Source: an optimization exercise on an open RTL-to-GDS flow (aim: small area and a short achievable clock period). Production flows keep margins and buffers that such runs may drop.
RTL that was checked went through simulation tests only; none was proved equivalent to the original.
No activity file was given, so power comes from the tool's default toggle rates.

## tundra
// ring_buffer_double_ended_queue
module ring_buffer_double_ended_queue (
  input  logic         clk_i,
  input  logic         rst_ni,
  input  logic         start_i,
  input  logic [34:0]  cmd_i_flat,
  output logic         busy_o,
  output logic         done_o,
  output logic [102:0] result_o_flat
);
  localparam int unsigned RING = rbdeq_pkg::RING;
  localparam int unsigned W    = rbdeq_pkg::WORD_W;
  rbdeq_pkg::cmd_t cmd_i;
  rbdeq_pkg::res_t result_o;
  assign cmd_i         = rbdeq_pkg::cmd_t'(cmd_i_flat);
  assign result_o_flat = result_o;
  logic [rbdeq_pkg::CNT_W-1:0] count_q, count_d, count_up, count_down;
  logic                        empty_q, one_q, two_q, full_q;
  logic                        empty_d, one_d, two_d, full_d;
  logic [RING-1:0]             head_q, head_d, tail_q, tail_d;
  logic [RING-1:0]             head_prev, head_next, tail_prev, tail_next;
  logic signed [W-1:0]         front_q, front_d, back_q, back_d;
  logic signed [W-1:0]         popped_q, popped_d;
  logic [1:0]                  status_q, status_d;
  logic                        done_q;
  logic signed [W-1:0]         ring_data [RING];
  logic signed [W-1:0]         ring_rdata, ring_wdata;
  logic [RING-1:0]             ring_rsel, wsel_f, wsel_b;
  logic accept, three, fifteen, ge2, ge3;
  logic req_pf, req_pb, req_qf, req_qb, req_push, req_pop;
  ...
export LEC_CHECK = 0
export CAP_MARGIN = 0
export CORE_MARGIN = 2
export CORE_UTILIZATION = 60
export CTS_BUF_LIST = sky130_fd_sc_hd__clkbuf_16
export CTS_CLUSTER_DIAMETER = 60
export CTS_CLUSTER_SIZE = 25
export SETUP_SLACK_MARGIN = 2.8
export SLEW_MARGIN = 0
export SYNTH_HIERARCHICAL = 1
create_clock -name core_clock -period 5.0 [get_ports {clk_i}]
standard.sh (not shown) runs the stock make flow with config.mk's settings and CLKGATE_MAP_FILE= SYNTH_SCRIPT=/design/flow/synth_recipe.tcl, a recipe that flattens the netlist after the stock synthesis.
==> flow/flow/run.sh <==
#!/bin/bash
# Layout flow: the standard ORFS flow (standard.sh), unchanged except that the
# port buffers are plain sky130 buf_2 cells instead of the delay-cell buffers that
# buffer_ports picks by default.
set -euo pipefail
export BUFFER_PORTS_ARGS="-buffer_cell sky130_fd_sc_hd__buf_2"
bash standard.sh > standard_flow.log 2>&1
Setup changes, tundra to violet
- a change of SETUP_SLACK_MARGIN from 2.8 to 2.85
- a change of CORE_UTILIZATION from 60 to 50
Notes after the runs:
Sequential power: tundra vs violet, no meaningful difference. The final reports for violet and tundra show power per cell area higher in the former. Cell count of the worst hold path was lower in the run labelled tundra. Sort tundra and violet by routing usage on met3 asc -> top: violet. tundra -> violet: number of synthesized register bits delta 0, exact match. Re cell count: tundra and violet aren't equal, and the lower value belongs to tundra. Against tundra, wire length of the first global-routing pass in violet rose by a few percent.
Inputs modified between violet and quartz:
- CORE_UTILIZATION changed from 50 to 60
- SETUP_SLACK_MARGIN changed from 2.85 to 2.9
==> summary.txt <==
Of quartz and violet, the run reporting the lower detailed-route wire length per cell was violet. Utilization after layout: quartz vs violet up 13 points. Between quartz and violet, the difference in total power of the final layout is negligible. Between quartz and violet, relative contribution of combinational cells to total power is higher for quartz, violet comes in under that. violet -> quartz: share of synthesized registers carrying an async set or reset delta 0, exact match. Lower final routed wirelength across all metal layers was reported by violet, not quartz. On quartz: met1 wire length is about 4.6% lower than what violet gave. Comparing violet against quartz, there is no change at all in synthesized instance count. In the flow results for quartz and violet, the global-route usage is larger on quartz.
## Diff of input files: juniper against quartz
- CORE_UTILIZATION now 70, was 60
- SETUP_SLACK_MARGIN now 2.85, was 2.9
[summary]
juniper vs quartz: worst hold slack up in juniper
Total wire length after detailed routing: juniper better than quartz
On clock buffer count from CTS, juniper and quartz are basically level.
Diff juniper and quartz: critical path depth higher in quartz

========
old:
Another version of the RTL of ring_buffer_double_ended_queue (not shown whole).
For scale: ~580 flip-flops, about 140 I/O pins, about 22000 µm² of cells after synthesis.
==> flow/config.mk <==
export PLATFORM = sky130hd
export DESIGN_NAME = ring_buffer_double_ended_queue
export DESIGN_NICKNAME = ring_buffer_double_ended_queue
export VERILOG_FILES = /design/flow/design.v
export SDC_FILE = /design/flow/constraint.sdc
export NUM_CORES = 4
export LEC_CHECK = 0
export CAP_MARGIN = 0
export CORE_MARGIN = 2
export CORE_UTILIZATION = 60
export CTS_BUF_LIST = sky130_fd_sc_hd__clkbuf_16
export CTS_CLUSTER_DIAMETER = 60
export CTS_CLUSTER_SIZE = 25
export SETUP_SLACK_MARGIN = 2.75
export SLEW_MARGIN = 0
==> flow/constraint.sdc <==
create_clock -name core_clock -period 5.0 [get_ports {clk_i}]
set_input_delay 1.0000 -clock core_clock [delete_from_list [all_inputs] [get_ports {clk_i}]]
set_output_delay 1.0000 -clock core_clock [all_outputs]
set_load 0.01 [all_outputs]
Scripts as last shown in full above: flow/flow/run.sh
old: done, clean on timing, DRC and antenna
The following lists how new was set up differently from old:
Settings: SETUP_SLACK_MARGIN changed from 2.75 to 2.8.
==> comparison <==
Between new and old, the difference in clock distribution area overhead in the final layout is negligible.
On new: final hold slack is 0.0093 ns lower than what old gave.
new vs old: insertion delay to the later sink of the worst-skew pair down
Diff old -> new: register-to-register slack neither gained nor lost much; setup slack rose by 0.064 ns.
Post-CTS setup-driven buffer insertion count delta for new relative to old: 11 higher
Higher routed wire length on met2 among new and old: old
Function was not checked in any run of this note: the RTL went through the layout flow alone.

========
## oak
Another version of the RTL of ring_buffer_double_ended_queue (not shown whole).
Size: roughly 1400 cells after synthesis, about 140 I/O pins, about 22000 um2 of cells after synthesis.
export LEC_CHECK = 0
export CAP_MARGIN = 0
export CORE_MARGIN = 2
export CORE_UTILIZATION = 60
export CTS_BUF_LIST = sky130_fd_sc_hd__clkbuf_8
export CTS_CLUSTER_DIAMETER = 50
export CTS_CLUSTER_SIZE = 14
export SETUP_SLACK_MARGIN = 2.8
export SLEW_MARGIN = 0
create_clock -name core_clock -period 5.0 [get_ports {clk_i}]
Scripts as last shown in full above: flow/flow/run.sh
## Diff of input files: pine against oak
- putting PLACE_DENSITY at 0.75 where nothing was set
- swapping 0 for 20 in CAP_MARGIN
- swapping 0 for 20 in SLEW_MARGIN
- swapping 14 for 25 in CTS_CLUSTER_SIZE
- swapping 50 for 60 in CTS_CLUSTER_DIAMETER
- swapping sky130_fd_sc_hd__clkbuf_8 for sky130_fd_sc_hd__clkbuf_16 in CTS_BUF_LIST
Notes after the runs:
oak ended up with cmd_i_flat[32] as its launching element of the worst setup path; pine ended up with cmd_i_flat[33]. Summary — HPWL after detailed placement, pine relative to oak: lower, by 7.2%. Delta (pine minus oak): worst hold slack saw an increase, share of the clock period used by the worst path after layout picked up an extra 0.17 points, final worst slack down 0.0083 ns. Taking oak as the reference point, the clock-buffer cell count of pine falls by 34%. Worst min-delay path class: reg2reg -> pine, in2async -> oak. sky130_fd_sc_hd__a21oi_1 as the worst-path cell with the longest stage delay was reported by oak, and sky130_fd_sc_hd__or3b_4 by pine. In pine, the number of buffers outside the clock class in the layout came out 15 above the value in oak. Diff oak -> pine: post-route minimum period rose by 0.0083 ns; post-cts resize count fell by 17%.
For birch, these inputs were changed with respect to pine:
- removing CTS_CLUSTER_DIAMETER (formerly 60)
- removing CTS_CLUSTER_SIZE (formerly 25)
- removing PLACE_DENSITY (formerly 0.75)
- changing SETUP_SLACK_MARGIN from 2.8 to 2.7
- removing CTS_BUF_LIST (formerly sky130_fd_sc_hd__clkbuf_16)
Notes after the runs:
- The final layout from birch, which completed every stage, passed the timing, DRC and antenna checks at the end of the flow.
- Layout cell share with drive strength beyond 1 delta for birch relative to pine: 2.5 points lower
- pine → birch: critical path depth decreased by 3 relative to the old numbers; total die area closely matched the old numbers; wire length on met3 decreased by about 35% relative to the old numbers.
- On birch: final period demand of the worst path is 0.027 ns higher than what pine gave.
- Delta(ratio of total power to cell area, birch - pine) > 0
- On global-route wire length before repair, the higher figure sits with pine, not birch.
- The higher count of instances resized after the clock tree is built came out of pine.
- Re number of levels in the clock H-tree: no difference whatsoever between pine and birch.

==> port drivers added, routing unchanged <==
The results above use ideal ports. As a check the final layouts listed here were re-extracted and re-timed, cells and wires unchanged.
Step 1 (the two cells are an assumption about what drives the block):
set clk [get_ports {clk_i}]
set_driving_cell -lib_cell sky130_fd_sc_hd__clkbuf_16 $clk
set_driving_cell -lib_cell sky130_fd_sc_hd__buf_2 [delete_from_list [all_inputs] $clk]
Step 2, shift: input delay + t, output delay - t, t = (earliest + latest rising clock arrival at the registers) / 2. This alone moves slack from input paths to output paths.
Slacks: ideal / step 1 / step 2; pairs: ideal / step 1.
run | t, ns | setup WS [ns] | worst setup path at the end | latest minus earliest clock arrival (ns)
tundra | 0.612 | 2.807 / 2.655 / 2.043 | input to register | 0.040 / 0.040
violet | 0.639 | 2.865 / 2.701 / 2.062 | input to register | 0.026 / 0.026
quartz | 0.621 | 2.885 / 2.659 / 2.038 | input to register | 0.024 / 0.024
juniper | 0.606 | 2.857 / 2.682 / 2.076 | input to register | 0.035 / 0.036
old | 0.613 | 2.687 / 2.685 / 2.072 | input to register | 0.035 / 0.035
new | 0.605 | 2.751 / 2.747 / 2.142 | input to register | 0.030 / 0.031
oak | 0.708 | 2.736 / 2.611 / 1.903 | input to register | 0.023 / 0.024
pine | 0.616 | 2.728 / 2.663 / 2.047 | input to register | 0.030 / 0.030
birch | 0.663 | 2.701 / 2.664 / 2.002 | input to register | 0.021 / 0.021
After both steps every run listed still meets setup and hold. The setup slack of quartz, which loses most, moves by -0.226 ns with the drivers and by -0.847 ns with both steps.
